What follows belongs to an exercise in optimizing a design on an open flow for small area, a short achievable clock period and few clock cycles per item; a production flow would make more cautious choices.
Function was checked by simulation only, so behaviour that the tests miss may differ from the original.
Power figures rest on the tool's default switching activity, not on a simulated workload.

## epsilon
Design proportional_text_layout_top, start of the top module:
module proportional_text_layout_top (
	input  logic                            clk,
	input  logic                            arst_n,
	input  logic                            in_valid,
	output logic                            in_ready,
	input  logic                            in_kind,
	input  logic                            in_first_of_text,
	input  logic [7:0]                      in_char_code,
	input  logic [6:0]                      in_width_slot,
	input  logic [7:0]                      in_width_value,
	output logic                            out_valid,
	input  logic                            out_ready,
	output logic [ptl_pkg::COORD_BITS-1:0] out_glyph_x,
	output logic [ptl_pkg::COORD_BITS-1:0] out_glyph_y,
	output logic [ptl_pkg::GIDX_BITS-1:0]  out_glyph_index,
	input  logic                            cfg_we,
	input  logic [2:0]                      cfg_index,
	input  logic [15:0]                     cfg_data
);
Size in the first run: about 3,500 cells after synthesis, roughly 90 I/O pins.
Settings: LEC_CHECK=0, ABC_CLOCK_PERIOD_IN_PS=2500, CAP_MARGIN=20, CORE_MARGIN=2, CORE_UTILIZATION=40, CTS_BUF_LIST=sky130_fd_sc_hd__clkbuf_8, SETUP_SLACK_MARGIN=2.2, SLEW_MARGIN=20; clock period 5.0 ns.
run.sh (not shown) runs the stock make flow with config.mk's settings and CLKGATE_MAP_FILE= SYNTH_SCRIPT=/design/flow/synth_recipe.tcl, a recipe that flattens the netlist after the stock synthesis.
Testbench counts of epsilon, summed over its fixed seeds: cycles 12,032, items 12,000.
Modified inputs, gamma compared to epsilon
-- flow/design.v --
<<< epsilon, line 101
		else                                        in_cls = ptl_pkg::CLS_GLYPH;
	end
	assign in_idx  = in_kind ? in_width_slot : ptl_pkg::glyph_of(in_char_code);
	assign in_val  = in_kind ? in_width_value : {5'd0, in_first_of_text, in_cls};
	assign in_keep = !in_kind || (in_width_slot < 7'(ptl_pkg::GLYPH_COUNT));
>>> gamma, line 101
		else                                        in_cls = ptl_pkg::CLS_GLYPH;
	end
	assign in_idx  = in_kind ? in_width_slot : in_p;
	assign in_val  = in_kind ? in_width_value : {5'd0, in_first_of_text, in_cls};
	assign in_keep = !in_kind || (in_width_slot < 7'(ptl_pkg::GLYPH_COUNT));
<<< epsilon, line 118
	end
	assign rd_w = ring_q[s1_idx];
	function automatic logic [GB-1:0] mod_sub(input logic [GB-1:0] a, input logic [GB-1:0] b);
		logic [GB:0] d;
		d = {1'b0, a} - {1'b0, b};
		mod_sub = d[GB] ? d[GB-1:0] + GB'(N) : d[GB-1:0];
	endfunction
	function automatic logic [GB-1:0] mod_add(input logic [GB-1:0] a, input logic [GB-1:0] b);
		logic [GB:0] s;
>>> gamma, line 118
	end
	assign rd_w = ring_q[s1_idx];
	function automatic logic [GB-1:0] mod_add(input logic [GB-1:0] a, input logic [GB-1:0] b);
		logic [GB:0] s;
<<< epsilon, line 132
	assign src_kind = sk_v ? sk_load : in_kind;
	assign src_val  = sk_v ? sk_val : in_val;
	logic [GB-1:0] k1_q, k2_q, p30_q, t_nx2;
	logic          in_range;
	logic [GB-1:0] in_p, s1_idx_d;
	assign t_nx2    = (t_nx == GB'(N - 1)) ? '0 : t_nx + 1'b1;
	assign in_range = !in_char_code[7] && (in_char_code[6:0] >= 7'd33) && (in_char_code[6:0] != 7'd127);
	assign in_p     = !in_range ? p30_q :
		(in_char_code[6:0] >= k1_q) ? in_char_code[6:0] - k1_q : in_char_code[6:0] + k2_q;
	always_ff @(posedge clk) begin
		k1_q  <= t_nx2 + 7'd33;
		k2_q  <= 7'd61 - t_nx2;
		p30_q <= mod_sub(7'd30, t_nx2);
	end
	logic          s2_v, s2_first;
	logic          s2_gl, s2_sp, s2_nl, s2_tb;   
>>> gamma, line 127
	assign src_kind = sk_v ? sk_load : in_kind;
	assign src_val  = sk_v ? sk_val : in_val;
	logic [GB-1:0] k1_q, k2_q, p30_q;
	logic          in_range;
	logic [GB-1:0] in_p, s1_idx_d, sk_p_dec;
	assign in_range = !in_char_code[7] && (in_char_code[6:0] >= 7'd33) && (in_char_code[6:0] != 7'd127);
	assign in_p     = !in_range ? p30_q :
		(in_char_code[6:0] >= k1_q) ? in_char_code[6:0] - k1_q : in_char_code[6:0] + k2_q;
	always_ff @(posedge clk or negedge arst_n) begin
		if (!arst_n) begin
			k1_q  <= 7'd34;
			k2_q  <= 7'd60;
			p30_q <= 7'd29;
		end else begin
			k1_q  <= (k1_q == 7'd126) ? 7'd33 : k1_q + 7'd1;
			k2_q  <= (k1_q == 7'd126) ? 7'd61 : k2_q - 7'd1;
			p30_q <= (p30_q == 7'd0) ? 7'd93 : p30_q - 7'd1;
		end
	end
	assign sk_p_dec = sk_load ? sk_idx : (sk_idx == '0) ? GB'(N - 1) : sk_idx - 1'b1;
	logic          s2_v, s2_first;
	logic          s2_gl, s2_sp, s2_nl, s2_tb;   
<<< epsilon, line 198
	logic          div_busy_q, div_fin_q, div_app_q;
	logic [3:0]    div_cnt_q;
	logic [7:0]    div_t_q;
	logic          out_valid_q;
>>> gamma, line 199
	logic          div_busy_q, div_fin_q, div_app_q;
	logic [3:0]    div_cnt_q;
	logic          div_bit_q;  
	logic [7:0]    div_t_q;
	logic          out_valid_q;
<<< epsilon, line 260
	ptl_div u_div (
		.rem      (sm_q),
		.bit_in   (x_q[4'd15 - div_cnt_q]),
		.divisor  (div_t_q),
		.rem_next (div_rem_next)
>>> gamma, line 262
	ptl_div u_div (
		.rem      (sm_q),
		.bit_in   (div_bit_q),
		.divisor  (div_t_q),
		.rem_next (div_rem_next)
<<< epsilon, line 274
	always_comb begin
		if (s1_free) begin
			if (sk_v) s1_idx_d = sk_load ? sk_idx : mod_sub(sk_idx, t_nx);
			else      s1_idx_d = in_kind ? in_width_slot : in_p;
		end else if (!s1_load) begin
			s1_idx_d = (s1_idx == '0) ? GB'(N - 1) : s1_idx - 1'b1;
>>> gamma, line 276
	always_comb begin
		if (s1_free) begin
			if (sk_v) s1_idx_d = sk_p_dec;
			else      s1_idx_d = in_idx;
		end else if (!s1_load) begin
			s1_idx_d = (s1_idx == '0) ? GB'(N - 1) : s1_idx - 1'b1;
<<< epsilon, line 312
			div_app_q   <= 1'b0;
			div_cnt_q   <= '0;
			out_valid_q <= 1'b0;
		end else begin
>>> gamma, line 314
			div_app_q   <= 1'b0;
			div_cnt_q   <= '0;
			div_bit_q   <= 1'b0;
			out_valid_q <= 1'b0;
		end else begin
<<< epsilon, line 352
						div_busy_q <= 1'b1;
						div_cnt_q  <= '0;
						sm_q       <= 8'd0;
					end
>>> gamma, line 355
						div_busy_q <= 1'b1;
						div_cnt_q  <= '0;
						div_bit_q  <= x_q[15];
						sm_q       <= 8'd0;
					end
<<< epsilon, line 362
			if (div_busy_q) begin
				div_cnt_q <= div_cnt_q + 4'd1;
				sm_q      <= div_rem_next;
				if (div_cnt_q == 4'd15) begin
>>> gamma, line 366
			if (div_busy_q) begin
				div_cnt_q <= div_cnt_q + 4'd1;
				div_bit_q <= x_q[4'd14 - div_cnt_q];
				sm_q      <= div_rem_next;
				if (div_cnt_q == 4'd15) begin
<<< epsilon, line 394
			sk_idx  <= in_idx;
			sk_val  <= in_val;
		end
		if (s2_free) begin
>>> gamma, line 399
			sk_idx  <= in_idx;
			sk_val  <= in_val;
		end else if (!s1_free) begin
			sk_idx  <= sk_p_dec;
		end
		if (s2_free) begin
[summary]
Worst setup slack improves in gamma relative to epsilon.
Summary of gamma over epsilon: power fell by 1.9%, initial antenna violation count moved down, proportion of cell area occupied by multi-input gates saw a decrease, actual transition at the worst max-transition pin shrank by 0.044 ns, post-synthesis instance total moved down.
Launch point of the worst path = s2_wb[1]: gamma; launch point of the worst path = div_cnt_q[0]: epsilon
Total clock buffers created by CTS in gamma vs epsilon: down about 3.5%
Taking epsilon as the reference point, the source-to-sink clock delay at the later pin of the worst-skew pair of gamma falls by 0.04 ns.
gamma vs epsilon: global routing usage on met1 down
gamma reached the end of the flow, and the finished layout is clean on the timing, DRC and antenna checks.
gamma vs epsilon: post-route standard cell area excluding fillers down
Testbench counts of gamma, summed over its fixed seeds: cycles 12,032, items 12,000.

[static timing again, ports no longer ideal]
The results above use ideal ports. As a check the final layouts listed here were re-extracted and re-timed, cells and wires unchanged. Step 1 assumes that a clkbuf_16 drives the clock port and a buf_2 every other input. Step 2 adds t to the input delays and takes it off the output delays; t is the mean of the earliest and latest rising clock arrival at the registers after step 1. Input paths then give back, and output paths get back, about the clock's delay inside the block. a / b / c = ideal / step 1 / step 2; a / b = the first two.
| run | t, ns | setup slack, ns | slew at the worst register clock pin (ns) | worst slew at a driven data input, ns |
|---|---|---|---|---|
| epsilon | 0.919 | 1.754 / 1.754 / 1.083 | 0.07 / 0.07 | 0.11 |
| gamma | 0.903 | 1.867 / 1.867 / 1.432 | 0.08 / 0.08 | 0.08 |
After both steps setup and hold are still met in every run listed. The setup slack of epsilon, which loses most, moves by 0.000 ns with the drivers and by -0.671 ns with both steps.
